Background: an optimization exercise with open tools, aiming at small area and few clock cycles per item. Do not read the settings as production practice. In this exercise RTL edits were held to simulation tests only and were not proved equivalent to the original. Power figures rest on the tool's default switching activity, not on a simulated workload.

==> design.v <==
package blprd_pkg;
   localparam int LEVEL_WIDTH = 16;
   localparam int TIME_WIDTH  = 32;
   localparam int LIMIT_WIDTH = 16;
   localparam int FIRST_WIDTH = 4;
   localparam logic [LIMIT_WIDTH-1:0] LIMIT_RESET = 16'd1000;
   function automatic logic [FIRST_WIDTH-1:0] lowest_bit(input logic [LEVEL_WIDTH-1:0] m);
      logic [FIRST_WIDTH-1:0] b;
      b = '0;
      for (int i = LEVEL_WIDTH - 1; i >= 0; i--) begin
         if (m[i]) begin
            b = i[FIRST_WIDTH-1:0];
         end
      end
      lowest_bit = b;
   endfunction
endpackage
module blprd_lane (
   input  logic                                clock,
   input  logic                                reset,
   input  logic                                enable,
   input  logic                                pressed,
   input  logic [blprd_pkg::LIMIT_WIDTH-1:0]   time_lo,      
   input  logic [blprd_pkg::LIMIT_WIDTH-1:0]   time_lim,     
   input  logic                                time_lim_neg,  
   input  logic                                step_hi_zero,  
   input  logic                                step_hi_m1,    
   input  logic                                step_hi_p1,    
   output logic                                prev_out,
   output logic                                event_out
);
   localparam int W = blprd_pkg::LIMIT_WIDTH;
   logic           prev_ff;
   logic           mark_ff;
   logic           aux_ff;
   logic [W-1:0]   start_ff;
   logic           flag;
   logic           wrap;
   logic           b0;
   logic           c2;
   logic           lo_ge;
   logic           hi_zero;
   logic           reached;
   logic [W:0]     lt;
   logic [W:0]     ge;
   assign lt[0] = 1'b0;
   assign ge[0] = 1'b1;
   for (genvar i = 0; i < W; i++) begin : g_cmp
      assign lt[i+1] = (!time_lo[i] && start_ff[i]) || (!time_lo[i] && lt[i])
                       || (start_ff[i] && lt[i]);
      assign ge[i+1] = (time_lim[i] && !start_ff[i]) || (time_lim[i] && ge[i])
                       || (!start_ff[i] && ge[i]);
   end
   assign b0      = lt[W];
   assign c2      = ge[W];
   assign flag    = mark_ff;
   assign wrap    = aux_ff;
   assign lo_ge   = (b0 == time_lim_neg) ? c2 : b0;
   assign hi_zero = (wrap == b0) ? step_hi_zero : (wrap ? step_hi_m1 : step_hi_p1);
   assign reached = lo_ge || !hi_zero;
   always_ff @(posedge clock) begin
      if (reset) begin
         prev_ff <= 1'b0;
      end else if (enable) begin
         prev_ff <= pressed;
      end
   end
   always_ff @(posedge clock) begin
      if (enable) begin
         mark_ff <= prev_ff && (pressed ? (flag || reached) : !flag);
         aux_ff  <= prev_ff && pressed && !flag && (reached || b0);
      end
   end
   always_ff @(posedge clock) begin
      if (!prev_ff) begin
         start_ff <= time_lo;
      end
   end
   assign prev_out  = prev_ff;
   assign event_out = prev_ff ? (mark_ff && aux_ff) : mark_ff;
endmodule
module blprd_merge (
   input  logic [blprd_pkg::LEVEL_WIDTH-1:0]    events,
   input  logic [blprd_pkg::LEVEL_WIDTH-1:0]    pressed,
   output logic                                 rsp_any_event,
   output logic                                 rsp_long_press_seen,
   output logic                                 rsp_release_seen,
   output logic                                 rsp_first_bit_valid,
   output logic [blprd_pkg::FIRST_WIDTH-1:0]    rsp_first_bit,
   output logic [blprd_pkg::LEVEL_WIDTH-1:0]    rsp_long_press_mask,
   output logic [blprd_pkg::LEVEL_WIDTH-1:0]    rsp_release_mask
);
   logic long_any;
   assign rsp_long_press_mask = events & pressed;
   assign rsp_release_mask    = events & ~pressed;
   assign long_any            = |rsp_long_press_mask;
   assign rsp_long_press_seen = long_any;
   assign rsp_release_seen    = |rsp_release_mask;
   assign rsp_any_event       = |events;
   assign rsp_first_bit_valid = |events;
   assign rsp_first_bit       = blprd_pkg::lowest_bit(long_any ? rsp_long_press_mask
                                                               : rsp_release_mask);
endmodule
module button_long_press_release_detector #(
   parameter int BUTTON_COUNT = 16
) (
   input  logic                                 clock,
   input  logic                                 reset,
   input  logic                                 req_valid,
   output logic                                 req_ready,
   input  logic [blprd_pkg::LEVEL_WIDTH-1:0]    req_button_levels,
   input  logic [blprd_pkg::TIME_WIDTH-1:0]     req_time_ms,
   output logic                                 rsp_valid,
   input  logic                                 rsp_ready,
   output logic                                 rsp_any_event,
   output logic                                 rsp_long_press_seen,
   output logic                                 rsp_release_seen,
   output logic                                 rsp_first_bit_valid,
   output logic [blprd_pkg::FIRST_WIDTH-1:0]    rsp_first_bit,
   output logic [blprd_pkg::LEVEL_WIDTH-1:0]    rsp_long_press_mask,
   output logic [blprd_pkg::LEVEL_WIDTH-1:0]    rsp_release_mask,
   input  logic                                 csr_write_enable,
   input  logic [blprd_pkg::LIMIT_WIDTH-1:0]    csr_write_data
);
   localparam int LW = blprd_pkg::LIMIT_WIDTH;
   localparam int TW = blprd_pkg::TIME_WIDTH;
   logic [LW-1:0]   limit_ff;
   logic [TW-1:LW]  time_hi_ff;
   logic            valid_ff;
   logic            accept;
   logic [TW-1:LW]  step_hi;
   logic [LW:0]     time_lim;
   logic            step_hi_zero;
   logic            step_hi_m1;
   logic            step_hi_p1;
   logic [blprd_pkg::LEVEL_WIDTH-1:0] events;
   logic [blprd_pkg::LEVEL_WIDTH-1:0] prevs;
   assign req_ready = !valid_ff || rsp_ready;
   assign accept    = req_valid && req_ready;
   always_ff @(posedge clock) begin
      if (reset) begin
         limit_ff <= blprd_pkg::LIMIT_RESET;
      end else if (csr_write_enable) begin
         limit_ff <= csr_write_data;
      end
   end
   always_ff @(posedge clock) begin
      if (reset) begin
         valid_ff <= 1'b0;
      end else begin
         valid_ff <= accept || (valid_ff && !rsp_ready);
      end
   end
   always_ff @(posedge clock) begin
      if (accept) begin
         time_hi_ff <= req_time_ms[TW-1:LW];
      end
   end
   assign step_hi      = req_time_ms[TW-1:LW] - time_hi_ff;
   assign step_hi_zero = step_hi == '0;
   assign step_hi_m1   = &step_hi;
   assign step_hi_p1   = step_hi == 16'd1;
   assign time_lim     = {1'b0, req_time_ms[LW-1:0]} - {1'b0, limit_ff};
   for (genvar i = 0; i < blprd_pkg::LEVEL_WIDTH; i++) begin : g_lane
      blprd_lane u_lane (
         .clock        (clock),
         .reset        (reset),
         .enable       (accept),
         .pressed      (i < BUTTON_COUNT ? ~req_button_levels[i] : 1'b1),
         .time_lo      (req_time_ms[LW-1:0]),
         .time_lim     (time_lim[LW-1:0]),
         .time_lim_neg (time_lim[LW]),
         .step_hi_zero (step_hi_zero),
         .step_hi_m1   (step_hi_m1),
         .step_hi_p1   (step_hi_p1),
         .prev_out     (prevs[i]),
         .event_out    (events[i])
      );
   end
   assign rsp_valid = valid_ff;
   blprd_merge u_merge (
      .events              (events),
      .pressed             (prevs),
      .rsp_any_event       (rsp_any_event),
      .rsp_long_press_seen (rsp_long_press_seen),
      .rsp_release_seen    (rsp_release_seen),
      .rsp_first_bit_valid (rsp_first_bit_valid),
      .rsp_first_bit       (rsp_first_bit),
      .rsp_long_press_mask (rsp_long_press_mask),
      .rsp_release_mask    (rsp_release_mask)
   );
endmodule
==> flow/run.sh <==
#!/bin/bash
set -euo pipefail
here=$(pwd)
mkdir -p scripts_abc
for f in "$FLOW_HOME"/scripts/*; do ln -sf "$f" scripts_abc/; done
rm -f scripts_abc/abc_speed.script
cp flow/abc_area.script scripts_abc/abc_speed.script
bash standard.sh SCRIPTS_DIR="$here/scripts_abc" synth > synth.log 2>&1
export CTS_ARGS="-sink_clustering_enable -repair_clock_nets -dont_use_dummy_load -buf_list {sky130_fd_sc_hd__clkbuf_4 sky130_fd_sc_hd__clkbuf_8}"
export BUFFER_PORTS_ARGS="-buffer_cell sky130_fd_sc_hd__buf_1"
bash standard.sh finish > layout.log 2>&1
==> flow/abc_area.script <==
strash
dch
&get -n
&nf -R 1000
&put
==> standard.sh <==
#!/bin/bash
# synth_recipe.tcl (not shown) runs the flow's synth.tcl, then flattens the netlist and writes it again
# the make line also repeats each setting of config.mk as NAME=value (left out here)
make -C /OpenROAD-flow-scripts/flow DESIGN_CONFIG=/design/flow/config.mk WORK_HOME=/design/flow/orfs CLKGATE_MAP_FILE= SYNTH_SCRIPT=/design/flow/synth_recipe.tcl "${@:-finish}"
==> config.mk <==
export PLATFORM = sky130hd
export DESIGN_NAME = button_long_press_release_detector
export DESIGN_NICKNAME = button_long_press_release_detector
export VERILOG_FILES = /design/flow/design.v
export SDC_FILE = /design/flow/constraint.sdc
export NUM_CORES = 4
export LEC_CHECK = 0
export CAP_MARGIN = 20
export CORE_MARGIN = 2
export CORE_UTILIZATION = 45
export SLEW_MARGIN = 20
==> constraint.sdc <==
create_clock -name core_clock -period 6.0 [get_ports {clock}]
set_input_delay 1.2000 -clock core_clock [delete_from_list [all_inputs] [get_ports {clock}]]
set_output_delay 1.2000 -clock core_clock [all_outputs]
set_load 0.01 [all_outputs]
==> impl_metrics.py, run 1 <==
metrics = {
    "logic_synthesis": {
        "ys_types": 45,
        "syn_area_um2": 18100,
        "synth_area_leaders": "edfxtp_1, o22ai_1, nand2_1",
        "syn-num-nets": 1822,
        "netlist_instances": 1720,
        "seq_area_frac_synth_pct": 54.1,
        "synth_top_area_cell": "edfxtp_1",
        "yosys_register_bits": 337,
        "syn-mean-instance-area_um2": 10.5,
        "synth-edff-count": 304,
        "synth_top_area_share_pct": 50.4,
        "yosysWarningCount": 3,
        "ys.flop_type": "edfxtp_1",
        "async_flop_share_pct": 0,
    },
    "clocking": {
        "holdBufCountCts": 0,
        "cts_buffers": 60,
        "clkLatencyLatePin_ns": 0.68,
        "clockBufferDepth": 3,
        "path_clk_slew_ns": 0.05,
        "cts_tree": "built",
        "cts.sinks": 337,
        "clockRootBuffer": "clkbuf_8",
        "cts_resized": 0,
        "htreeDepth": 2,
        "post_cts_buffers": 0,
    },
    "timing": {
        "rsz0062_at_grt": "no",
        "finalMaxSlewViolations": 0,
        "max_freq_mhz": 187,
        "hold_viol": 0,
        "tightest_slew_ns": 1.00,
        "finalClockSkew_ns": 0.0767,
        "finalSetupViolCount": 0,
        "fin_crit_sh_pct": 89.2,
        "timing.setup.tns_ns": 0,
        "fin_crit_ns": 5.35,
        "max-slew-margin-rel_pct": 32.6,
    },
    "grt": {
        "grt_start_max_net_pins": 44,
        "grt_pass1_vias": 15200,
        "globalRouteOverflowTotal": 0,
        "grt_antenna_before_repair": 0,
        "grt_first_pass_wirelength_mm": 75.6,
        "grt.total_usage_pct": 22.3,
    },
    "detailed_routing": {
        "ant_nets": 0,
        "avgViaCountPerCell": 6.23,
        "drc": 0,
        "vias": 15400,
        "wl_per_cell_um": 19.0,
        "dr.pass1.iters": 5,
        "drt_iter0_markers": 1060,
        "drt_wl_total_mm": 47.0,
    },
    "die": {
        "floorplan.die.width_um": 205,
        "ios": 111,
        "core-area_um2": 39700,
        "rows": 73,
        "die_area_um2": 41900,
        "start_util_pct": 45.6,
        "die_y_um": 205,
    },
    "placement": {
        "io_buffers": 110,
        "dp_hpwl_mm": 33.1,
        "place.gp.congestion": 0.852,
    },
    "critical_path": {
        "start_kind": "input port",
        "crit_type": "input port to register",
        "reg2reg_slack_ns": 1.03,
        "critPathRequiredTime_ns": 6.34,
        "crit_top_cell": "a21oi_1",
        "cpPeakStageDelay_ns": 0.45,
        "worst_path_max_delay_cell": "or3_1",
        "rr_worst_depth": 26,
        "path_max_fanout": 16,
        "cp.arrival_ns": 5.69,
        "end_kind": "register",
    },
    "power": {
        "p_per_area_nw_per_um2": 306,
        "power_mw": 6.32,
        "ir_drop_mv": 0.175,
        "total_leakage_power_nw": 7.34,
    },
    "cells_and_area": {
        "post-route-util_pct": 52.0,
        "drive_above_1_share_pct": 6.99,
        "antenna_cells": 0,
        "area_growth_pct": 14.2,
        "nets": 2049,
    },
    "outcome": {
        "status": "finished clean",
    },
    "flow_run": {
        "max-cap-violations": 0,
    },
    "hold_path": {
        "whs_path_depth": 2,
        "hold_path.class": "register to register",
    },
}
==> final timing paths <==
| path | startpoint | endpoint |
|---|---|---|
| setup / recovery | req_time_ms[16] | g_lane[14].u_lane.mark_ff$_DFFE_PP_ |
| setup reg to reg | limit_ff[2]$_SDFFE_PP0P_ | g_lane[10].u_lane.mark_ff$_DFFE_PP_ |
| hold reg to reg | limit_ff[5]$_SDFFE_PP1P_ | limit_ff[5]$_SDFFE_PP1P_ |
| hold / removal | limit_ff[5]$_SDFFE_PP1P_ | limit_ff[5]$_SDFFE_PP1P_ |
==> final cells by class <==
type | instances | area (µm²)
fill | 3583 | 19100
sequential | 337 | 9790
multi-input combinational | 1310 | 8160
timing repair buffer | 166 | 973
clock buffer | 60 | 826
tap | 525 | 657
inverter | 72 | 270
==> worst max-delay path: cells and delay by family <==
family	cells	cell delay (ns)
compound gates	14	2.22
fa+ha+maj	2	0.55
simple gates	5	1.02
buf+inv	4	0.43
xor+xnor	1	0.24
==> per-stage QoR <==
stage | hold WS (ns) | setup WS, ns | std cells | cell area [µm²]
floorplan | 0.439 | 0.0185 | 1720 | 18200
global placement | 0.457 | 0.182 | 2410 | 19900
detailed placement | 0.460 | 0.0386 | 2410 | 19900
CTS | 0.469 | 0.708 | 2470 | 20700
global route | 0.482 | 0.198 | 2470 | 20700
finish | 0.462 | 0.648 | 2470 | 20700
==> report_power, final <==
| part | switching (mW) | internal [mW] | total (mW) | leakage, nW |
|---|---|---|---|---|
| clock network | 0.870 | 0.872 | 1.74 | 0.431 |
| logic | 0.967 | 0.662 | 1.63 | 3.54 |
| registers | 0.166 | 2.79 | 2.95 | 3.37 |
==> per-layer routing <==
layer	vias to the layer above	wire [µm]	GRT usage [%]
met3	85	2180	3.10
li1	7391	-	-
met4	0	968	6.81
met5	-	0	0
met2	366	23000	38.1
met1	7541	20900	29.2
==> cells in the final DEF (no fill, tap or decap), types with 15 or more instances in the layout <==
cell and count:
o221a_1 15, a211oi_1 21, nor2b_1 28, a22oi_1 56
a22o_1 32, dfxtp_1 33, maj3_1 31, nand2_1 227
or2_0 16, edfxtp_1 304, a21oi_1 126, o221ai_1 32
a21o_1 33, clkinv_1 72, nor3_1 18, o21ai_0 119
o211ai_1 31, a221oi_1 63, a31oi_1 37, buf_1 108
clkbuf_8 60, o22ai_1 153, ha_1 31, nor2_1 125
buf_4 45, and3_1 18
==> cell usage after synthesis, drive strengths merged (2+ instances only) <==
library cell and count:
o221a 15, nand2 227, a21o 33, a22o 32, nand3 6, or3 2, a22oi 56, o211ai 31
nor2 125, o21bai 4, xor2 12, a2111oi 4, nand4 5, a21oi 127, ha 31, a311oi 13
a211oi 21, nor4 7, and3 18, nor3 19, xnor2 17, or2 16, nand2b 5, o31ai 4
a31oi 37, dfxtp 33, mux2 2, maj3 31, a221oi 63, nor2b 28, clkinv 72, or4 6
fa 2, o22ai 153, o221ai 32, edfxtp 304, o21ai 119
==> kinds of logic (layout without fill, tap and decap cells) <==
logic type | after synthesis | after routing | share of synthesized area (%)
compound gates | 748 | 748 | 27.6
simple gates | 466 | 466 | 11.1
flops | 337 | 337 | 54.1
buf+inv | 73 | 298 | 1.53
fa+ha+maj | 64 | 64 | 4.08
xor+xnor | 29 | 29 | 1.40
mux | 3 | 3 | 0.180
==> sequential cells by signal, summed over array words and instances, names as in the netlist <==
name,flops
g_lane.u_lane.prev_ff,16
g_lane.u_lane.start_ff,256
g_lane.u_lane.aux_ff,16
g_lane.u_lane.mark_ff,16
valid_ff,1
limit_ff,16
time_hi_ff,16
Testbench counts, summed over its fixed seeds: cycles 24,008, items 24,000.
==> run 2: changes to the inputs <==
==> flow/run.sh (replaced) <==
#!/bin/bash
set -euo pipefail
here=$(pwd)
mkdir -p scripts_abc
for f in "$FLOW_HOME"/scripts/*; do ln -sf "$f" scripts_abc/; done
rm -f scripts_abc/abc_speed.script
cp flow/abc_area.script scripts_abc/abc_speed.script
bash standard.sh SCRIPTS_DIR="$here/scripts_abc" synth > synth.log 2>&1
export CTS_ARGS="-sink_clustering_enable -repair_clock_nets -dont_use_dummy_load"
export BUFFER_PORTS_ARGS="-buffer_cell sky130_fd_sc_hd__buf_1"
bash standard.sh finish > layout.log 2>&1
==> run 2 against run 1 <==
Compared with the run above:
- sequential cell count stayed put
- largest power group unchanged
- critical path type unchanged
- critical endpoint is now g_lane[15].u_lane.mark_ff$_DFFE_PP_
- hold slack worse by 0.00072 ns
- cell area rose by 0.85%
==> impl_metrics.py, run 2 <==
metrics = {
    "detailed_routing": {
        "avgViaCountPerCell": 6.23,
        "ant_nets": 0,
        "dr.pass1.iters": 5,
        "vias": 15300,
        "drc": 0,
        "wl_per_cell_um": 19.1,
        "drt_wl_total_mm": 46.8,
        "drt_iter0_markers": 1081,
    },
    "logic_synthesis": {
        "synth.most_common_cell": "edfxtp_1",
        "synth_top_area_cell": "edfxtp_1",
        "netlist_instances": 1720,
        "synth_top_area_share_pct": 50.4,
        "yosysWarningCount": 3,
        "async_flop_share_pct": 0,
        "yosys_register_bits": 337,
        "seq_area_frac_synth_pct": 54.1,
        "ys_types": 45,
        "synth_area_leaders": "edfxtp_1, o22ai_1, nand2_1",
        "syn-num-nets": 1822,
        "syn_area_um2": 18100,
        "synth-edff-count": 304,
        "yosys-top-cells-count": "edfxtp_1, nand2_1, o22ai_1",
        "syn-mean-instance-area_um2": 10.5,
        "ys.flop_type": "edfxtp_1",
    },
    "cells_and_area": {
        "post-route-util_pct": 52.5,
        "nets": 2029,
        "largest_reg_flops": 256,
        "drive_above_1_share_pct": 6.03,
        "final_cell_mix": "edfxtp_1, nand2_1, o22ai_1",
        "largest_register": "g_lane.u_lane.start_ff",
        "antenna_cells": 0,
        "area_growth_pct": 15.2,
        "final_common_cell": "edfxtp_1",
    },
    "clocking": {
        "clkLatencyLatePin_ns": 0.56,
        "clockBufferDepth": 3,
        "htreeDepth": 2,
        "cts_buffers": 40,
        "cts_resized": 0,
        "post_cts_buffers": 0,
        "clockRootBuffer": "clkbuf_16",
        "holdBufCountCts": 0,
        "cts_tree": "built",
        "path_clk_slew_ns": 0.05,
        "cts.sinks": 337,
    },
    "outcome": {
        "status": "finished clean",
    },
    "timing": {
        "fin_crit_sh_pct": 90.5,
        "finalSetupViolCount": 0,
        "hold_viol": 0,
        "max-slew-margin-rel_pct": 33.3,
        "finalMaxSlewViolations": 0,
        "rsz0062_at_grt": "no",
        "timing.setup.tns_ns": 0,
        "tightest_slew_ns": 0.994,
        "max_freq_mhz": 184,
        "finalClockSkew_ns": 0.0314,
        "fin_crit_ns": 5.43,
    },
    "critical_path": {
        "end_kind": "register",
        "crit_start": "req_time_ms[16]",
        "cp.arrival_ns": 5.68,
        "reg2reg_to": "g_lane[15].u_lane.mark_ff$_DFFE_PP_",
        "reg2reg_slack_ns": 1.07,
        "path_depth": 26,
        "r2r-start": "time_hi_ff[16]$_DFFE_PP_",
        "path_max_fanout": 16,
        "crit_top_cell": "a21oi_1",
        "start_kind": "input port",
        "endpoint": "g_lane[15].u_lane.mark_ff$_DFFE_PP_",
        "cpPeakStageDelay_ns": 0.45,
        "path_buf_inv": 4,
        "rr_worst_depth": 24,
        "critPathTopFamily": "compound AO/OA/AOI/OAI gates",
        "crit_type": "input port to register",
        "critPathRequiredTime_ns": 6.26,
        "worst_path_max_delay_cell": "or3_1",
    },
    "grt": {
        "grt.total_usage_pct": 22.1,
        "grt_pass1_vias": 15000,
        "grt_start_max_net_pins": 44,
        "grt_first_pass_wirelength_mm": 75.2,
        "grt_antenna_before_repair": 0,
        "globalRouteOverflowTotal": 0,
    },
    "power": {
        "p_per_area_nw_per_um2": 318,
        "total_leakage_power_nw": 7.40,
        "ir_drop_mv": 0.219,
        "power_mw": 6.62,
    },
    "die": {
        "start_util_pct": 45.6,
        "ios": 111,
        "rows": 73,
        "die_y_um": 205,
        "floorplan.die.width_um": 205,
        "die_area_um2": 41900,
        "core-area_um2": 39700,
    },
    "hold_path": {
        "hold_path.class": "register to register",
    },
    "placement": {
        "io_buffers": 110,
        "dp_hpwl_mm": 33.1,
        "place.gp.congestion": 0.852,
    },
    "flow_run": {
        "max-cap-violations": 0,
    },
}
run 2: cell counts after synthesis:
No cell type changed its count.
run 2: kinds of logic (layout without fill, tap and decap cells):
group           count (synthesis)  after routing  synth area share (%)
mux                             3              3                 0.180
buf+inv                        73            278                  1.53
simple gates                  466            466                  11.1
xor+xnor                       29             29                  1.40
fa+ha+maj                      64             64                  4.08
compound gates                748            748                  27.6
flops                         337            337                  54.1
run 2: routing by layer:
metal	global-route usage (%)	vias up	part of all wire, %
met2	38.3	286	49
li1	-	7360	-
met5	0	-	0
met3	2.74	61	3.6
met4	5.77	0	1.6
met1	29.3	7563	45
run 2: final cells by class:
type	instances	area, µm²
Clock buffer	40	1000
Fill cell	3550	18900
Inverter	72	270
Multi-Input combinational cell	1310	8160
Sequential cell	337	9790
Tap cell	525	657
Timing Repair Buffer	166	973
run 2: worst min path at each step:
stage / from / endpoint / slack [ns] / cells past startpoint
final: limit_ff[5]$_SDFFE_PP1P_ / limit_ff[5]$_SDFFE_PP1P_ / 0.46 / 2
after global routing: limit_ff[5]$_SDFFE_PP1P_ / limit_ff[5]$_SDFFE_PP1P_ / 0.48 / 2
after CTS: limit_ff[5]$_SDFFE_PP1P_ / limit_ff[5]$_SDFFE_PP1P_ / 0.47 / 2
after detailed placement: limit_ff[8]$_SDFFE_PP1P_ / limit_ff[8]$_SDFFE_PP1P_ / 0.46 / 2
after global placement: limit_ff[9]$_SDFFE_PP1P_ / limit_ff[9]$_SDFFE_PP1P_ / 0.46 / 2
after floorplan: limit_ff[3]$_SDFFE_PP1P_ / limit_ff[3]$_SDFFE_PP1P_ / 0.44 / 2
run 2: metrics by stage:
stage,setup WS [ns],hold WS (ns),std cells,area [µm²]
floorplan,0.0185,0.439,1720,18200
global placement,0.182,0.457,2410,19900
detailed placement,0.0386,0.460,2410,19900
CTS,0.608,0.468,2450,20900
global route,0.102,0.481,2450,20900
finish,0.572,0.461,2450,20900
run 2: where the power goes:
part	internal [mW]	switching, mW
logic	0.662	0.966
registers	2.78	0.166
clock network	1.17	0.880
total	4.61	2.01
run 2: worst min-delay path, cell delays in order (launching register included):
cell      delay [ns]
dfxtp_1         0.29
clkinv_1        0.05
o21ai_0         0.07
==> run 3: changes to the inputs <==
==> flow/run.sh (replaced) <==
#!/bin/bash
set -euo pipefail
here=$(pwd)
mkdir -p scripts_abc
for f in "$FLOW_HOME"/scripts/*; do ln -sf "$f" scripts_abc/; done
rm -f scripts_abc/abc_speed.script
cp flow/abc_area.script scripts_abc/abc_speed.script
bash standard.sh SCRIPTS_DIR="$here/scripts_abc" synth > synth.log 2>&1
bash standard.sh finish > layout.log 2>&1
==> run 3 against run 2 <==
Compared with the run above:
- still clean
- global-route usage grew 0.28 points
- fmax down 5.1%
- utilization rose by 3.9 points
- combinational power increased by 13%
- cell area rose by 7.5%
- critical path type is now register to primary output
- critical endpoint is now rsp_first_bit[0]
- largest cell class unchanged
==> impl_metrics.py, run 3 <==
metrics = {
    "outcome": {
        "status": "finished clean",
    },
    "clocking": {
        "post_cts_buffers": 0,
        "holdBufCountCts": 0,
        "cts_tree": "built",
        "cts.sinks": 337,
        "clockRootBuffer": "clkbuf_16",
        "htreeDepth": 2,
        "cts_buffers": 39,
        "path_clk_slew_ns": 0.06,
        "clkLatencyLatePin_ns": 0.56,
        "clockBufferDepth": 3,
    },
    "placement": {
        "dp_hpwl_mm": 34.1,
        "io_buffers": 110,
        "place.gp.congestion": 0.824,
        "dp_slack_ns": -0.263,
    },
    "power": {
        "p_clk_share_pct": 32.7,
        "p_per_area_nw_per_um2": 318,
        "ir_drop_mv": 0.177,
        "switching_share_pct": 29.9,
        "total_leakage_power_nw": 8.14,
        "combPwrFrac_pct": 25.9,
        "p_seq_share_pct": 41.4,
        "power_mw": 7.13,
        "p_sw_mw": 2.13,
        "p_int_mw": 5.00,
    },
    "hold_path": {
        "hold_path.class": "register to register",
        "min_from": "limit_ff[6]$_SDFFE_PP1P_",
        "worstHoldEndpoint": "limit_ff[6]$_SDFFE_PP1P_",
        "whs_path_depth": 2,
    },
    "grt": {
        "grt_antenna_before_repair": 0,
        "globalRouteOverflowTotal": 0,
        "grt_start_max_net_pins": 50,
        "grt_first_pass_wirelength_mm": 76.5,
        "grt_pass1_vias": 15500,
        "grt.total_usage_pct": 22.4,
    },
    "detailed_routing": {
        "dr.pass1.iters": 5,
        "drt_wl_total_mm": 47.1,
        "drt_iter0_markers": 1123,
        "drc": 0,
        "avgViaCountPerCell": 6.12,
        "ant_nets": 0,
        "vias": 15500,
        "wl_per_cell_um": 18.5,
    },
    "critical_path": {
        "cpPeakStageDelay_ns": 0.61,
        "end_kind": "primary output",
        "crit_start": "g_lane[6].u_lane.aux_ff$_DFFE_PP_",
        "start_kind": "register",
        "worst_path_max_delay_cell": "or4_1",
        "crit_top_cell": "a21oi_1",
        "rr_worst_depth": 24,
        "critPathTopFamily": "simple AND/OR/NAND/NOR gates",
        "r2r-start": "time_hi_ff[17]$_DFFE_PP_",
        "path_max_fanout": 8,
        "cp.arrival_ns": 4.52,
        "reg2reg_slack_ns": 1.15,
        "path_buf_inv": 2,
        "path_cells": "and3_1 > or4_1 > nor4_4 > clkinv_1 > mux2i_1 > a21oi_1 > o21ai_0 > a21oi_1 > o21ai_0 > a21oi_1 > o21ai_0 > a21oi_1 > nor2_1 > clkdlybuf4s50_1",
        "path_depth": 14,
        "crit_type": "register to primary output",
        "critPathRequiredTime_ns": 4.80,
        "reg2reg_to": "g_lane[10].u_lane.mark_ff$_DFFE_PP_",
    },
    "logic_synthesis": {
        "syn_area_um2": 18100,
        "synth-edff-count": 304,
        "synth_top_area_cell": "edfxtp_1",
        "syn-mean-instance-area_um2": 10.5,
        "yosys_register_bits": 337,
        "netlist_instances": 1720,
        "synth_top_area_share_pct": 50.4,
        "seq_area_frac_synth_pct": 54.1,
        "synth_area_leaders": "edfxtp_1, o22ai_1, nand2_1",
        "syn-num-nets": 1822,
        "ys.flop_type": "edfxtp_1",
        "yosys-top-cells-count": "edfxtp_1, nand2_1, o22ai_1",
        "async_flop_share_pct": 0,
        "synth.most_common_cell": "edfxtp_1",
        "ys_types": 45,
        "yosysWarningCount": 3,
    },
    "die": {
        "start_util_pct": 45.6,
        "rows": 73,
        "core-area_um2": 39700,
        "die_area_um2": 41900,
        "ios": 111,
        "floorplan.die.width_um": 205,
        "die_y_um": 205,
    },
    "cells_and_area": {
        "largest_reg_flops": 256,
        "final_common_cell": "edfxtp_1",
        "drive_above_1_share_pct": 9.78,
        "nets": 2089,
        "antenna_cells": 0,
        "area_growth_pct": 23.8,
        "largest_register": "g_lane.u_lane.start_ff",
        "final_cell_mix": "edfxtp_1, nand2_1, o22ai_1",
    },
    "timing": {
        "rsz0062_at_grt": "yes",
        "tightest_slew_ns": 0.931,
        "finalClockSkew_ns": 0.0167,
        "fin_ws_ns": 0.283,
        "max-slew-margin-rel_pct": 37.7,
        "finalMaxSlewViolations": 0,
        "hold_viol": 0,
        "finalSetupViolCount": 0,
        "fin_crit_sh_pct": 95.3,
        "fin_crit_ns": 5.72,
        "max_freq_mhz": 175,
    },
    "flow_run": {
        "max-cap-violations": 0,
    },
}
## run 3: final cells by class
| class | count | area, µm² |
|---|---|---|
| clock buffers | 54 | 1060 |
| clock inverters | 15 | 160 |
| fillers | 3433 | 17300 |
| inverters | 72 | 270 |
| multi-input cells | 1310 | 8230 |
| flip-flops and latches | 337 | 9790 |
| well taps | 525 | 657 |
| repair buffers | 227 | 2240 |
## run 3: how the worst max path moves through the flow
stage	to	slack [ns]
detailed placement	g_lane[10].u_lane.aux_ff$_DFFE_PP_	-0.26
global placement	g_lane[10].u_lane.aux_ff$_DFFE_PP_	-0.24
floorplan	g_lane[10].u_lane.mark_ff$_DFFE_PP_	0.02
CTS	rsp_first_bit[0]	0.20
global route	g_lane[14].u_lane.mark_ff$_DFFE_PP_	-0.02
finish	rsp_first_bit[0]	0.28
## run 3: per-layer routing
layer / wire length [µm] / up-vias / part of all wire (%) / global-route usage (%)
li1: - / 7515 / - / -
met5: 0 / - / 0 / 0
met4: 904 / 0 / 1.9 / 6.65
met1: 21100 / 7625 / 45 / 29.9
met3: 1980 / 69 / 4.2 / 2.62
met2: 23100 / 333 / 49 / 38.3
## run 3: cell families (layout without fill, tap and decap cells)
logic type	Yosys count	after routing	share of synthesized area (%)
compound gates	748	748	27.6
simple gates	466	466	11.1
flops	337	337	54.1
buf+inv	73	368	1.53
fa+ha+maj	64	64	4.08
xor+xnor	29	29	1.40
mux	3	3	0.180
## run 3: power by group through the flow
stage | Sequential [mW] | Clock (mW) | Combinational (mW)
6_report | 2.95 | 2.33 | 1.85
5_1_grt | 2.98 | 2.46 | 2.05
4_1_cts | 2.94 | 2.38 | 1.83
3_5_place_dp | 2.99 | 0 | 1.83
3_3_place_gp | 2.98 | 0 | 1.79
2_1_floorplan | 2.95 | 0 | 1.11
## run 3: worst min-delay path, delay by kind of cell, from the launching register on
family	cells	cell delay, ns
compound gates	1	0.07
buf+inv	1	0.05
flops	1	0.30
## run 3: metrics by stage
stage / std cells / utilization (%) / cell area [µm²] / TNS, ns / hold slack, ns
global placement: 2471 / 53.2 / 21100 / -1.54 / 0.457
finish: 2540 / 56.4 / 22400 / 0 / 0.466
floorplan: 1720 / - / 18200 / 0 / 0.439
CTS: 2540 / 56.2 / 22300 / 0 / 0.471
detailed placement: 2471 / 53.2 / 21100 / -3.83 / 0.459
global route: 2540 / 56.4 / 22400 / -0.0278 / 0.489
## run 3: timing repair
item                                   CTS  global route
gates resized for setup                  0            14
endpoints found under the hold margin    0             0
setup endpoints to repair                0            13
==> run 4: changes to the inputs <==
--- a/flow/run.sh
+++ b/flow/run.sh
@@ -6,4 +6,6 @@
 rm -f scripts_abc/abc_speed.script
 cp flow/abc_area.script scripts_abc/abc_speed.script
 bash standard.sh SCRIPTS_DIR="$here/scripts_abc" synth > synth.log 2>&1
+export CTS_ARGS="-sink_clustering_enable -repair_clock_nets -dont_use_dummy_load -buf_list {sky130_fd_sc_hd__clkbuf_4} -sink_clustering_size 10 -sink_clustering_max_diameter 60"
+export BUFFER_PORTS_ARGS="-buffer_cell sky130_fd_sc_hd__buf_1"
 bash standard.sh finish > layout.log 2>&1
==> run 4 against run 3 <==
Compared with the run above:
- largest power group unchanged
- sequential power about the same
- setup slack improved by 0.24 ns
- utilization down 5.7 points
- count of clock-buffer cells in the layout is 14 lower
- synthesized cell count unchanged
- largest cell class unchanged
- sequential cell count stayed put
- cell area shrank 10%
- fmax increased by 4.4%
- global-route usage decreased by 0.29 points
- clock skew grew 0.085 ns
==> impl_metrics.py, run 4 <==
metrics = {
    "outcome": {
        "status": "finished clean",
    },
    "detailed_routing": {
        "drc": 0,
        "drt_iter0_markers": 1055,
        "avgViaCountPerCell": 6.24,
        "vias": 15300,
        "drt_wl_total_mm": 46.7,
        "ant_nets": 0,
        "dr.pass1.iters": 5,
        "wl_per_cell_um": 19.1,
    },
    "power": {
        "p_clk_share_pct": 19.1,
        "p_per_area_nw_per_um2": 280,
        "p_int_mw": 3.75,
        "total_leakage_power_nw": 7.10,
        "p_seq_share_pct": 52.1,
        "p_sw_mw": 1.90,
        "combPwrFrac_pct": 28.8,
        "power_mw": 5.65,
        "switching_share_pct": 33.7,
        "ir_drop_mv": 0.173,
    },
    "logic_synthesis": {
        "yosys_register_bits": 337,
        "syn-num-nets": 1822,
        "seq_area_frac_synth_pct": 54.1,
        "yosysWarningCount": 3,
        "netlist_instances": 1720,
        "synth_top_area_share_pct": 50.4,
        "syn-mean-instance-area_um2": 10.5,
        "synth_top_area_cell": "edfxtp_1",
        "syn_area_um2": 18100,
        "synth-edff-count": 304,
        "yosys-top-cells-count": "edfxtp_1, nand2_1, o22ai_1",
        "async_flop_share_pct": 0,
        "synth.most_common_cell": "edfxtp_1",
        "ys.flop_type": "edfxtp_1",
        "ys_types": 45,
        "synth_area_leaders": "edfxtp_1, o22ai_1, nand2_1",
    },
    "clocking": {
        "cts.sinks": 337,
        "clockRootBuffer": "clkbuf_4",
        "htreeDepth": 2,
        "clockBufferDepth": 3,
        "post_cts_buffers": 0,
        "cts_tree": "built",
        "cts_buffers": 40,
        "holdBufCountCts": 0,
        "cts_resized": 0,
        "clkLatencyLatePin_ns": 0.79,
        "path_clk_slew_ns": 0.12,
    },
    "timing": {
        "finalClockSkew_ns": 0.102,
        "finalMaxSlewViolations": 0,
        "hold_viol": 0,
        "rsz0062_at_grt": "no",
        "max_freq_mhz": 183,
        "fin_crit_sh_pct": 91.3,
        "timing.setup.tns_ns": 0,
        "max-slew-margin-rel_pct": 36.7,
        "tightest_slew_ns": 0.943,
        "hold_slack_ns": 0.470,
        "fin_crit_ns": 5.48,
        "finalSetupViolCount": 0,
    },
    "critical_path": {
        "path_buf_inv": 3,
        "crit_top_cell": "a21oi_1",
        "critPathRequiredTime_ns": 4.80,
        "reg2reg_slack_ns": 1.00,
        "start_kind": "register",
        "critPathTopFamily": "simple AND/OR/NAND/NOR gates",
        "worst_path_max_delay_cell": "or4_1",
        "crit_type": "register to primary output",
        "path_cells": "and3_1 > or4_1 > nor4_2 > buf_4 > clkinv_1 > mux2i_1 > a21oi_1 > o21ai_0 > a21oi_1 > o21ai_0 > a21oi_1 > o21ai_0 > a21oi_1 > nor2_1 > buf_1",
        "cpPeakStageDelay_ns": 0.59,
        "reg2reg_to": "g_lane[14].u_lane.mark_ff$_DFFE_PP_",
        "rr_worst_depth": 24,
        "end_kind": "primary output",
        "cp.arrival_ns": 4.28,
        "path_max_fanout": 16,
        "r2r-start": "time_hi_ff[16]$_DFFE_PP_",
    },
    "die": {
        "floorplan.die.width_um": 205,
        "rows": 73,
        "core-area_um2": 39700,
        "ios": 111,
        "die_area_um2": 41900,
        "die_y_um": 205,
        "start_util_pct": 45.6,
    },
    "cells_and_area": {
        "multi_input_area_um2": 8160,
        "largest_reg_flops": 256,
        "fillerInstances": 3634,
        "drive_above_1_share_pct": 6.03,
        "register_area_um2": 9790,
        "nets": 2029,
        "area_growth_pct": 11.3,
        "largest_register": "g_lane.u_lane.start_ff",
        "final_cell_area_um2": 20200,
        "final_cell_mix": "edfxtp_1, nand2_1, o22ai_1",
        "final_common_cell": "edfxtp_1",
    },
    "placement": {
        "io_buffers": 110,
        "place.gp.congestion": 0.852,
        "place_area_um2": 19900,
        "dp_hpwl_mm": 33.1,
    },
    "grt": {
        "grt_antenna_before_repair": 1,
        "grt_first_pass_wirelength_mm": 75.2,
        "grt_pass1_vias": 15100,
        "grt.total_usage_pct": 22.1,
        "globalRouteOverflowTotal": 0,
        "grt_start_max_net_pins": 44,
    },
    "hold_path": {
        "min_from": "limit_ff[5]$_SDFFE_PP1P_",
        "hold_path.class": "register to register",
        "whs_path_depth": 2,
        "worstHoldEndpoint": "limit_ff[5]$_SDFFE_PP1P_",
    },
    "flow_run": {
        "max-cap-violations": 0,
    },
}
[run 4: worst max path at each step]
stage,start,end,slack [ns],depth (start not counted)
6_report,g_lane[6].u_lane.mark_ff$_DFFE_PP_,rsp_first_bit[0],0.52,15
5_1_grt,g_lane[6].u_lane.mark_ff$_DFFE_PP_,rsp_first_bit[0],0.26,15
4_1_cts,g_lane[6].u_lane.mark_ff$_DFFE_PP_,rsp_first_bit[0],0.58,15
3_5_place_dp,req_time_ms[16],g_lane[14].u_lane.mark_ff$_DFFE_PP_,0.04,26
3_3_place_gp,req_time_ms[16],g_lane[10].u_lane.mark_ff$_DFFE_PP_,0.18,26
2_1_floorplan,req_time_ms[1],g_lane[10].u_lane.mark_ff$_DFFE_PP_,0.02,25
[run 4: cells by family (layout without fill, tap and decap cells)]
kind of cell,count (synthesis),in the layout,share of synthesized area [%]
buffers and inverters,73,278,1.53
XOR/XNOR,29,29,1.40
AND/OR/NAND/NOR,466,466,11.1
adder cells (fa/ha/maj),64,64,4.08
other,0,1,0
AO/OA/AOI/OAI,748,748,27.6
flip-flops,337,337,54.1
multiplexers,3,3,0.180
[run 4: per-stage QoR]
step	setup slack [ns]	util (%)	instances
2_1_floorplan	0.0185	-	1720
3_3_place_gp	0.182	50.0	2410
3_5_place_dp	0.0386	50.0	2410
4_1_cts	0.585	50.7	2450
5_1_grt	0.255	50.7	2451
6_report	0.523	50.7	2451
[run 4: cell type report]
class	count	share of cell area, %
Sequential cell	337	48.6
Multi-Input combinational cell	1310	40.5
Timing Repair Buffer	166	4.83
Tap cell	525	3.26
Clock buffer	40	1.49
Inverter	72	1.34
Antenna cell	1	0.0124
[run 4: tightest hold or removal path, delay by kind of cell (launching register included)]
kind	cells	cell delay, ns
AOI/OAI and AO/OA	1	0.07
DFF	1	0.31
buffers and inverters	1	0.05
[run 4: power by group through the flow]
stage / clock (mW) / sequential [mW] / combinational, mW
finish: 1.08 / 2.94 / 1.63
detailed placement: 0 / 2.99 / 1.62
global placement: 0 / 2.98 / 1.59
global route: 1.19 / 2.97 / 1.83
floorplan: 0 / 2.95 / 1.11
CTS: 1.12 / 2.94 / 1.63
[run 4: routing by layer]
layer	part of all wire [%]	wire, µm	GRT usage (%)
met1	45	20800	29.3
met3	4.2	1980	2.56
met4	1.9	875	6.26
met2	49	23000	38.2
met5	0	0	0
==> run 5: changes to the inputs <==
==> flow/run.sh (replaced) <==
#!/bin/bash
set -euo pipefail
here=$(pwd)
mkdir -p scripts_abc
for f in "$FLOW_HOME"/scripts/*; do ln -sf "$f" scripts_abc/; done
rm -f scripts_abc/abc_speed.script
cp flow/abc_area.script scripts_abc/abc_speed.script
bash standard.sh SCRIPTS_DIR="$here/scripts_abc" synth > synth.log 2>&1
export CTS_ARGS="-sink_clustering_enable -repair_clock_nets -dont_use_dummy_load -buf_list {sky130_fd_sc_hd__clkbuf_4} -sink_clustering_size 8 -sink_clustering_max_diameter 50"
export BUFFER_PORTS_ARGS="-buffer_cell sky130_fd_sc_hd__buf_1"
bash standard.sh finish > layout.log 2>&1
==> run 5 against run 4 <==
Compared with the run above:
- routed wire length rose by 0.30%
- fmax fell by 0.33%
- hold slack got worse by 0.0015 ns
- utilization rose by 0.17 points
- clock power rose by 7%
- non-clock buffer count did not move
- register-to-register slack barely moved
- count of clock-buffer cells in the layout rose by 9
- combinational power barely moved
- power rose by 1.5%
- critical path type unchanged
- largest cell class unchanged
- largest power group unchanged
==> impl_metrics.py, run 5 <==
metrics = {
    "outcome": {
        "status": "finished clean",
    },
    "power": {
        "p_per_area_nw_per_um2": 284,
        "ir_drop_mv": 0.179,
        "total_leakage_power_nw": 7.14,
    },
    "timing": {
        "finalSetupViolCount": 0,
        "timing.setup.tns_ns": 0,
        "finalMaxSlewViolations": 0,
        "fin_crit_sh_pct": 91.6,
        "max_freq_mhz": 182,
        "max-slew-margin-rel_pct": 33.5,
        "fin_crit_ns": 5.50,
        "tightest_slew_ns": 0.991,
        "rsz0062_at_grt": "no",
        "hold_viol": 0,
        "finalClockSkew_ns": 0.108,
        "hold_slack_ns": 0.468,
    },
    "critical_path": {
        "reg2reg_slack_ns": 1.01,
        "rr_worst_depth": 24,
        "path_max_fanout": 16,
        "critPathRequiredTime_ns": 4.80,
        "worst_path_max_delay_cell": "or4_1",
        "cpPeakStageDelay_ns": 0.59,
        "crit_top_cell": "a21oi_1",
        "r2r-start": "time_hi_ff[16]$_DFFE_PP_",
        "start_kind": "register",
        "reg2reg_to": "g_lane[15].u_lane.mark_ff$_DFFE_PP_",
        "path_cells": "and3_1 > or4_1 > nor4_2 > buf_4 > clkinv_1 > mux2i_1 > a21oi_1 > o21ai_0 > a21oi_1 > o21ai_0 > a21oi_1 > o21ai_0 > a21oi_1 > nor2_1 > buf_1",
        "end_kind": "primary output",
        "crit_type": "register to primary output",
        "cp.arrival_ns": 4.30,
    },
    "placement": {
        "place.gp.congestion": 0.852,
        "io_buffers": 110,
        "dp_hpwl_mm": 33.1,
    },
    "die": {
        "core-area_um2": 39700,
        "rows": 73,
        "die_area_um2": 41900,
        "ios": 111,
        "floorplan.die.width_um": 205,
        "start_util_pct": 45.6,
        "die_y_um": 205,
    },
    "logic_synthesis": {
        "syn-mean-instance-area_um2": 10.5,
        "yosys_register_bits": 337,
        "syn_area_um2": 18100,
        "yosysWarningCount": 3,
        "ys_types": 45,
        "synth.most_common_cell": "edfxtp_1",
        "async_flop_share_pct": 0,
        "seq_area_frac_synth_pct": 54.1,
        "synth-edff-count": 304,
        "ys.flop_type": "edfxtp_1",
        "netlist_instances": 1720,
        "synth_top_area_share_pct": 50.4,
        "yosys-top-cells-count": "edfxtp_1, nand2_1, o22ai_1",
        "synth_area_leaders": "edfxtp_1, o22ai_1, nand2_1",
        "syn-num-nets": 1822,
        "synth_top_area_cell": "edfxtp_1",
    },
    "clocking": {
        "cts_tree": "built",
        "cts_buffers": 49,
        "clockRootBuffer": "clkbuf_4",
        "post_cts_buffers": 0,
        "cts_resized": 0,
        "clockBufferDepth": 3,
        "cts.sinks": 337,
        "holdBufCountCts": 0,
        "htreeDepth": 2,
        "clkLatencyLatePin_ns": 0.82,
        "path_clk_slew_ns": 0.09,
    },
    "cells_and_area": {
        "nets": 2038,
        "largest_register": "g_lane.u_lane.start_ff",
        "post-route-util_pct": 50.9,
        "final_cell_mix": "edfxtp_1, nand2_1, o22ai_1",
        "largest_reg_flops": 256,
        "drive_above_1_share_pct": 6.46,
        "final_common_cell": "edfxtp_1",
        "area_growth_pct": 11.7,
    },
    "detailed_routing": {
        "wl_per_cell_um": 19.0,
        "ant_nets": 0,
        "avgViaCountPerCell": 6.26,
        "drt_iter0_markers": 1061,
        "drt_wl_total_mm": 46.8,
        "vias": 15400,
        "dr.pass1.iters": 6,
        "drc": 0,
    },
    "grt": {
        "grt_first_pass_wirelength_mm": 75.4,
        "grt_antenna_before_repair": 1,
        "grt_start_max_net_pins": 44,
        "grt.total_usage_pct": 22.2,
        "globalRouteOverflowTotal": 0,
        "grt_pass1_vias": 15100,
    },
    "hold_path": {
        "whs_path_depth": 2,
        "worstHoldEndpoint": "limit_ff[5]$_SDFFE_PP1P_",
        "hold_path.class": "register to register",
        "min_from": "limit_ff[5]$_SDFFE_PP1P_",
    },
    "flow_run": {
        "max-cap-violations": 0,
    },
}
==> run 5: worst max path at each step <==
stage | start | to | cells after the start | slack (ns)
floorplan | req_time_ms[1] | g_lane[10].u_lane.mark_ff$_DFFE_PP_ | 25 | 0.02
global placement | req_time_ms[16] | g_lane[10].u_lane.mark_ff$_DFFE_PP_ | 26 | 0.18
detailed placement | req_time_ms[16] | g_lane[14].u_lane.mark_ff$_DFFE_PP_ | 26 | 0.04
CTS | g_lane[6].u_lane.mark_ff$_DFFE_PP_ | rsp_first_bit[0] | 15 | 0.60
global route | g_lane[6].u_lane.mark_ff$_DFFE_PP_ | rsp_first_bit[0] | 15 | 0.27
finish | g_lane[6].u_lane.mark_ff$_DFFE_PP_ | rsp_first_bit[0] | 15 | 0.50
==> run 5: layout make-up <==
class,instances,area (µm²)
Multi-Input combinational cell,1310,8160
Fill cell,3639,19500
Antenna cell,1,2.50
Timing Repair Buffer,166,973
Tap cell,525,657
Sequential cell,337,9790
Inverter,72,270
Clock buffer,49,368
==> run 5: worst max-delay path: cells and delay by family, from the launching register on <==
family	cells	cell delay [ns]
buffers and inverters	3	0.52
AOI/OAI and AO/OA	7	1.08
muxes	1	0.20
and+or+nand+nor	4	1.24
DFF	1	0.46
==> run 5: cell families after synthesis <==
kind of cell,synth area share (%)
compound gates,27.6
xor+xnor,1.40
buf+inv,1.53
simple gates,11.1
fa+ha+maj,4.08
mux,0.180
flops,54.1
==> run 5: report_power, final <==
part,total (mW),switching (mW),internal [mW],leakage [nW]
sequential,2.94,0.166,2.78,3.37
clock,1.16,0.790,0.374,0.225
combinational,1.63,0.967,0.662,3.54
==> run 5: metrics by stage <==
| step | std cells | setup slack [ns] | cell area, µm² | power (mW) |
|---|---|---|---|---|
| after global routing | 2460 | 0.272 | 20200 | 6.09 |
| final | 2460 | 0.505 | 20200 | 5.73 |
| after global placement | 2410 | 0.182 | 19900 | 4.58 |
| after CTS | 2459 | 0.603 | 20200 | 5.77 |
| after detailed placement | 2410 | 0.0386 | 19900 | 4.62 |
| after floorplan | 1720 | 0.0185 | 18200 | 4.06 |
==> run 5: metal layers <==
metal  track usage [%]  up-vias  wire length, µm
li1                  -     7381                -
met1              29.5     7572            20800
met2              37.9      361            23000
met3              2.83       81             2070
met4              6.47        0              923
met5                 0        -                0
==> run 6: changes to the inputs <==
==> flow/run.sh (replaced) <==
#!/bin/bash
set -euo pipefail
here=$(pwd)
mkdir -p scripts_abc
for f in "$FLOW_HOME"/scripts/*; do ln -sf "$f" scripts_abc/; done
rm -f scripts_abc/abc_speed.script
cp flow/abc_area.script scripts_abc/abc_speed.script
bash standard.sh SCRIPTS_DIR="$here/scripts_abc" synth > synth.log 2>&1
export CTS_ARGS="-sink_clustering_enable -repair_clock_nets -dont_use_dummy_load -buf_list {sky130_fd_sc_hd__clkbuf_4}"
export BUFFER_PORTS_ARGS="-buffer_cell sky130_fd_sc_hd__buf_1"
bash standard.sh finish > layout.log 2>&1
--- a/config.mk
+++ b/config.mk
@@ -7,5 +7,5 @@
 export LEC_CHECK = 0
 export CAP_MARGIN = 20
 export CORE_MARGIN = 2
-export CORE_UTILIZATION = 45
+export CORE_UTILIZATION = 62
 export SLEW_MARGIN = 20
==> run 6 against run 5 <==
Compared with the run above:
- critical path type unchanged
- synthesized cell count unchanged
- clock skew down 0.039 ns
- clock power up 28%
- power up 5.6%
- final cell count down 4.1%
- non-clock buffer count unchanged
- setup slack worse by 0.24 ns
- utilization up 20 points
==> impl_metrics.py, run 6 <==
metrics = {
    "logic_synthesis": {
        "async_flop_share_pct": 0,
        "seq_area_frac_synth_pct": 54.1,
        "synth_top_area_cell": "edfxtp_1",
        "synth-edff-count": 304,
        "yosysWarningCount": 3,
        "yosys_register_bits": 337,
        "synth.most_common_cell": "edfxtp_1",
        "synth_area_leaders": "edfxtp_1, o22ai_1, nand2_1",
        "synth_top_area_share_pct": 50.4,
        "netlist_instances": 1720,
        "yosys-top-cells-count": "edfxtp_1, nand2_1, o22ai_1",
        "syn_area_um2": 18100,
        "syn-num-nets": 1822,
        "ys.flop_type": "edfxtp_1",
        "ys_types": 45,
        "syn-mean-instance-area_um2": 10.5,
    },
    "cells_and_area": {
        "area_growth_pct": 12.2,
        "multi_input_area_um2": 8160,
        "drive_above_1_share_pct": 8.26,
        "largest_register": "g_lane.u_lane.start_ff",
        "nets": 2077,
        "register_area_um2": 9790,
        "post-route-util_pct": 70.8,
        "stdcell_count": 2358,
        "largest_reg_flops": 256,
        "final_common_cell": "edfxtp_1",
        "final_cell_mix": "edfxtp_1, nand2_1, o22ai_1",
        "fillerInstances": 2182,
        "final_cell_area_um2": 20300,
    },
    "detailed_routing": {
        "avgViaCountPerCell": 6.70,
        "vias": 15800,
        "drc": 0,
        "wl_per_cell_um": 19.0,
        "dr.pass1.iters": 6,
        "ant_nets": 0,
        "drt_iter0_markers": 1390,
        "drt_wl_total_mm": 44.8,
    },
    "critical_path": {
        "end_kind": "primary output",
        "crit_type": "register to primary output",
        "path_max_fanout": 9,
        "start_kind": "register",
        "critPathRequiredTime_ns": 4.80,
        "cp.arrival_ns": 4.53,
    },
    "power": {
        "p_per_area_nw_per_um2": 298,
        "total_leakage_power_nw": 7.30,
        "ir_drop_mv": 0.195,
        "power_mw": 6.06,
    },
    "timing": {
        "timing.setup.tns_ns": 0,
        "hold_slack_ns": 0.469,
        "tightest_slew_ns": 0.977,
        "finalSetupViolCount": 0,
        "max_freq_mhz": 175,
        "max-slew-margin-rel_pct": 34.9,
        "fin_crit_ns": 5.73,
        "finalClockSkew_ns": 0.0695,
        "finalMaxSlewViolations": 0,
        "fin_ws_ns": 0.270,
        "hold_viol": 0,
        "rsz0062_at_grt": "no",
        "fin_crit_sh_pct": 95.5,
    },
    "clocking": {
        "cts_buffers": 88,
        "cts_resized": 0,
        "htreeDepth": 3,
        "cts.sinks": 337,
        "clkLatencyLatePin_ns": 0.69,
        "holdBufCountCts": 0,
        "post_cts_buffers": 0,
        "cts_tree": "built",
        "path_clk_slew_ns": 0.06,
        "clockRootBuffer": "clkbuf_4",
        "clockBufferDepth": 3,
    },
    "grt": {
        "globalRouteOverflowTotal": 0,
        "grt_antenna_before_repair": 1,
        "grt_first_pass_wirelength_mm": 73.7,
        "grt_start_max_net_pins": 81,
        "grt.total_usage_pct": 29.0,
        "grt_pass1_vias": 15500,
    },
    "outcome": {
        "status": "finished clean",
    },
    "placement": {
        "place.gp.congestion": 0.957,
        "io_buffers": 110,
        "place_area_um2": 19600,
        "place_inst": 2269,
        "dp_slack_ns": 0.0403,
        "dp_hpwl_mm": 31.7,
    },
    "die": {
        "start_util_pct": 63.1,
        "ios": 111,
        "floorplan.die.width_um": 175,
        "die_y_um": 175,
        "core-area_um2": 28700,
        "rows": 62,
        "die_area_um2": 30600,
    },
    "hold_path": {
        "hold_path.class": "register to register",
    },
    "flow_run": {
        "max-cap-violations": 0,
    },
}
==> run 6: cell counts after synthesis <==
No cell type changed its count.
==> run 6: final cells by class <==
class / count / area share, %
Timing Repair Buffer: 166 / 4.66
Clock buffer: 88 / 3.25
Multi-Input combinational cell: 1310 / 40.2
Tap cell: 384 / 2.37
Sequential cell: 337 / 48.2
Antenna cell: 1 / 0.0123
Inverter: 72 / 1.33
==> run 6: worst paths after layout <==
| check | from | endpoint | slack, ns | cells past startpoint |
|---|---|---|---|---|
| worst max-delay path | g_lane[6].u_lane.aux_ff$_DFFE_PP_ | rsp_first_bit[0] | 0.27 | 14 |
| worst min-delay path | limit_ff[6]$_SDFFE_PP1P_ | limit_ff[6]$_SDFFE_PP1P_ | 0.47 | 2 |
| worst max register to register | limit_ff[1]$_SDFFE_PP0P_ | g_lane[14].u_lane.mark_ff$_DFFE_PP_ | 1.05 | 24 |
| worst min register to register | limit_ff[6]$_SDFFE_PP1P_ | limit_ff[6]$_SDFFE_PP1P_ | 0.47 | 2 |
==> run 6: critical path, stage by stage, from the launching register on <==
cell	delay [ns]
edfxtp_1	0.46
and3_1	0.28
or4_1	0.58
nor4_2	0.74
clkinv_1	0.24
mux2i_1	0.28
a21oi_1	0.09
o21ai_0	0.20
a21oi_1	0.10
o21ai_0	0.24
a21oi_1	0.10
o21ai_0	0.18
a21oi_1	0.09
nor2_1	0.09
buf_1	0.17
==> run 6: cells by family (layout without fill, tap and decap cells) <==
| kind of cell | Yosys count | after routing | share of synthesized area [%] |
|---|---|---|---|
| buf+inv | 73 | 326 | 1.53 |
| flops | 337 | 337 | 54.1 |
| simple gates | 466 | 466 | 11.1 |
| mux | 3 | 3 | 0.180 |
| xor+xnor | 29 | 29 | 1.40 |
| other cells | 0 | 1 | 0 |
| compound gates | 748 | 748 | 27.6 |
| fa+ha+maj | 64 | 64 | 4.08 |
==> run 6: power by group <==
group / leakage (nW) / total [mW] / internal [mW] / switching, mW
combinational: 3.53 / 1.62 / 0.655 / 0.967
clock: 0.405 / 1.48 / 0.663 / 0.817
sequential: 3.37 / 2.95 / 2.78 / 0.169
==> run 6: metal layers <==
metal	global-route usage (%)	wire [µm]
met1	38.6	19100
met2	49.5	22100
met3	4.44	2780
met4	8.82	754
met5	0	0
==> run 7: changes to the inputs <==
--- a/flow/run.sh
+++ b/flow/run.sh
@@ -8,4 +8,5 @@
 bash standard.sh SCRIPTS_DIR="$here/scripts_abc" synth > synth.log 2>&1
 export CTS_ARGS="-sink_clustering_enable -repair_clock_nets -dont_use_dummy_load -buf_list {sky130_fd_sc_hd__clkbuf_4}"
 export BUFFER_PORTS_ARGS="-buffer_cell sky130_fd_sc_hd__buf_1"
+export GPL_KEEP_OVERFLOW=0
 bash standard.sh finish > layout.log 2>&1
--- a/config.mk
+++ b/config.mk
@@ -7,5 +7,5 @@
 export LEC_CHECK = 0
 export CAP_MARGIN = 20
 export CORE_MARGIN = 2
-export CORE_UTILIZATION = 62
+export CORE_UTILIZATION = 45
 export SLEW_MARGIN = 20
==> run 7 against run 6 <==
Compared with the run above:
- still clean on timing, DRC and antenna
- fmax shrank 1.0%
- sequential cell count unchanged
- critical endpoint is now g_lane[12].u_lane.aux_ff$_DFFE_PP_
- sequential power hardly changed
- cell area increased by 1.9%
- register-to-register slack worse by 0.56 ns
==> impl_metrics.py, run 7 <==
metrics = {
    "outcome": {
        "status": "finished clean",
    },
    "logic_synthesis": {
        "synth-edff-count": 304,
        "yosys_register_bits": 337,
        "synth_top_area_cell": "edfxtp_1",
        "synth_top_area_share_pct": 50.4,
        "async_flop_share_pct": 0,
        "syn-mean-instance-area_um2": 10.5,
        "syn-num-nets": 1822,
        "yosys-top-cells-count": "edfxtp_1, nand2_1, o22ai_1",
        "ys.flop_type": "edfxtp_1",
        "netlist_instances": 1720,
        "ys_types": 45,
        "syn_area_um2": 18100,
        "synth_area_leaders": "edfxtp_1, o22ai_1, nand2_1",
        "yosysWarningCount": 3,
        "seq_area_frac_synth_pct": 54.1,
        "synth.most_common_cell": "edfxtp_1",
    },
    "cells_and_area": {
        "multi_input_area_um2": 8410,
        "final_common_cell": "edfxtp_1",
        "post-route-util_pct": 52.1,
        "largest_reg_flops": 256,
        "largest_register": "g_lane.u_lane.start_ff",
        "fillerInstances": 3544,
        "nets": 2060,
        "register_area_um2": 9790,
        "area_growth_pct": 14.3,
        "final_cell_area_um2": 20700,
        "final_cell_mix": "edfxtp_1, nand2_1, o22ai_1",
        "drive_above_1_share_pct": 8.23,
    },
    "timing": {
        "fin_crit_ns": 5.79,
        "hold_viol": 0,
        "finalMaxSlewViolations": 0,
        "tightest_slew_ns": 1.06,
        "finalClockSkew_ns": 0.0572,
        "fin_crit_sh_pct": 96.5,
        "finalSetupViolCount": 0,
        "max_freq_mhz": 173,
        "max-slew-margin-rel_pct": 29.2,
        "hold_slack_ns": 0.466,
        "rsz0062_at_grt": "yes",
    },
    "flow_run": {
        "max-cap-violations": 0,
    },
    "die": {
        "ios": 111,
        "floorplan.die.width_um": 205,
        "start_util_pct": 45.6,
        "rows": 73,
        "die_y_um": 205,
        "core-area_um2": 39700,
        "die_area_um2": 41900,
    },
    "power": {
        "total_leakage_power_nw": 7.31,
        "p_clk_share_pct": 25.2,
        "switching_share_pct": 33.0,
        "combPwrFrac_pct": 27.6,
        "p_seq_share_pct": 47.2,
        "ir_drop_mv": 0.187,
        "p_sw_mw": 2.06,
        "p_per_area_nw_per_um2": 302,
        "p_int_mw": 4.19,
    },
    "grt": {
        "grt_pass1_vias": 15500,
        "grt_start_max_net_pins": 63,
        "grt_first_pass_wirelength_mm": 76.3,
        "grt_antenna_before_repair": 1,
        "globalRouteOverflowTotal": 0,
        "grt.total_usage_pct": 22.5,
    },
    "critical_path": {
        "crit_start": "req_time_ms[2]",
        "critPathRequiredTime_ns": 6.49,
        "cp.arrival_ns": 6.28,
        "start_kind": "input port",
        "path_max_fanout": 18,
        "end_kind": "register",
        "r2r-start": "limit_ff[1]$_SDFFE_PP0P_",
        "crit_type": "input port to register",
    },
    "detailed_routing": {
        "avgViaCountPerCell": 6.32,
        "ant_nets": 0,
        "wl_per_cell_um": 19.7,
        "dr.pass1.iters": 5,
        "drt_iter0_markers": 1184,
        "vias": 15700,
        "drt_wl_total_mm": 49.0,
        "drc": 0,
    },
    "placement": {
        "place.gp.congestion": 0.868,
        "io_buffers": 110,
        "dp_hpwl_mm": 32.7,
        "place_area_um2": 19700,
    },
    "clocking": {
        "htreeDepth": 3,
        "cts_tree": "built",
        "cts_buffers": 95,
        "holdBufCountCts": 0,
        "clockBufferDepth": 3,
        "clkLatencyLatePin_ns": 0.76,
        "clockRootBuffer": "clkbuf_4",
        "path_clk_slew_ns": 0.05,
        "cts.sinks": 337,
    },
    "hold_path": {
        "hold_path.class": "register to register",
        "min_from": "limit_ff[3]$_SDFFE_PP1P_",
    },
}
[run 7: kinds of logic (layout without fill, tap and decap cells)]
group	count (synthesis)	count (layout)	share of synthesized area, %
AOI/OAI and AO/OA	748	749	27.6
xor gates and xnor gates	29	32	1.40
adders and majority gates	64	64	4.08
buffers and inverters	73	305	1.53
DFF	337	337	54.1
muxes	3	3	0.180
other	0	1	0
and+or+nand+nor	466	466	11.1
[run 7: final timing paths]
path	endpoint	slack, ns	cells after the start
max	g_lane[12].u_lane.aux_ff$_DFFE_PP_	0.21	22
min	limit_ff[3]$_SDFFE_PP1P_	0.47	2
max reg2reg	g_lane[12].u_lane.aux_ff$_DFFE_PP_	0.49	23
min reg2reg	limit_ff[3]$_SDFFE_PP1P_	0.47	2
[run 7: timing repair]
item	4_1_cts	5_1_grt
buffers inserted	1	12
endpoints found under the setup margin	32	33
resized for setup	14	21
gates cloned	2	2
pin swaps	2	7
[run 7: routing by layer]
metal | track usage [%] | vias up | share of wire, %
li1 | - | 7459 | -
met1 | 29.7 | 7690 | 45
met2 | 38.0 | 449 | 48
met3 | 3.80 | 92 | 5.2
met4 | 6.99 | 0 | 1.9
met5 | 0 | - | 0
[run 7: area by class of cell]
type	instances	area share [%]
timing repair buffer	138	4.04
sequential	337	47.3
multi-input combinational	1314	40.6
clock buffer	95	3.44
inverter	72	1.40
tap	525	3.17
antenna	1	0.0121
[run 7: metrics by stage]
step | setup TNS [ns] | total power [mW] | worst slack (ns) | std cells
after floorplan | 0 | 4.06 | 0.0185 | 1720
after CTS | 0 | 6.22 | 0.000138 | 2467
after detailed placement | -58.27 | 4.61 | -2.20 | 2369
final | 0 | 6.25 | 0.209 | 2482
after global placement | -75.28 | 4.47 | -2.53 | 2354
after global routing | -0.409 | 6.63 | -0.0522 | 2482
[run 7: power groups by stage]
| stage | sequential, mW | combinational [mW] | clock, mW |
|---|---|---|---|
| 3_3_place_gp | 2.99 | 1.49 | 0 |
| 5_1_grt | 2.97 | 1.91 | 1.74 |
| 3_5_place_dp | 2.99 | 1.61 | 0 |
| 6_report | 2.95 | 1.72 | 1.58 |
| 2_1_floorplan | 2.95 | 1.11 | 0 |
| 4_1_cts | 2.95 | 1.64 | 1.63 |
[run 7: worst max-delay path, cell delays in order]
cell	delay, ns
buf_2	0.38
ha_1	0.36
o21ai_0	0.10
nand2b_1	0.13
a21o_1	0.20
a21o_1	0.21
a21o_1	0.18
a21o_1	0.21
a21o_1	0.20
a21o_1	0.24
a21o_1	0.20
a21o_1	0.35
a31oi_4	0.27
buf_12	0.15
xor2_2	0.70
a21oi_1	0.16
nor2_1	0.15
a221oi_1	0.06
o21ai_0	0.22
o21ai_0	0.11
a311oi_1	0.37
a21oi_1	0.11

[port drivers added, routing unchanged]
Ports are ideal in the flow. The routed layouts listed here were re-timed in OpenROAD.
Step 1: set_driving_cell puts a clkbuf_16 on clock and a buf_2 on each other input, an assumption about the parent block.
Step 2 also shifts input and output timing later by t, the mid clock arrival at the registers, as if the neighbouring blocks saw the same clock.
Three values: no drivers, after step 1, after step 2; two values: the first two.
| run | t (ns) | setup slack, ns | hold slack, ns | worst register clock-pin slew, ns | worst slew at a driven data input, ns |
|---|---|---|---|---|---|
| run 1 | 0.692 | 0.648 / 0.664 / -0.021 | 0.462 / 0.462 / 0.462 | 0.06 / 0.06 | 0.05 |
| run 2 | 0.603 | 0.572 / 0.604 / 0.000 | 0.461 / 0.461 / 0.461 | 0.06 / 0.06 | 0.05 |
| run 3 | 0.608 | 0.283 / 0.227 / -0.182 | 0.466 / 0.466 / 0.466 | 0.06 / 0.06 | 0.05 |
| run 4 | 0.780 | 0.523 / 0.477 / 0.016 | 0.470 / 0.470 / 0.470 | 0.12 / 0.12 | 0.05 |
| run 5 | 0.818 | 0.505 / 0.453 / -0.022 | 0.468 / 0.468 / 0.468 | 0.10 / 0.10 | 0.05 |
| run 6 | 0.711 | 0.270 / 0.225 / 0.053 | 0.469 / 0.469 / 0.469 | 0.07 / 0.07 | 0.05 |
| run 7 | 0.787 | 0.209 / 0.240 / -0.547 | 0.466 / 0.466 / 0.466 | 0.07 / 0.07 | 0.06 |
Met with ideal ports but missed after step 2: setup timing in run 1, run 3, run 5 and run 7. The setup slack of run 7, which loses most, moves by +0.031 ns with the drivers and by -0.756 ns with both steps.
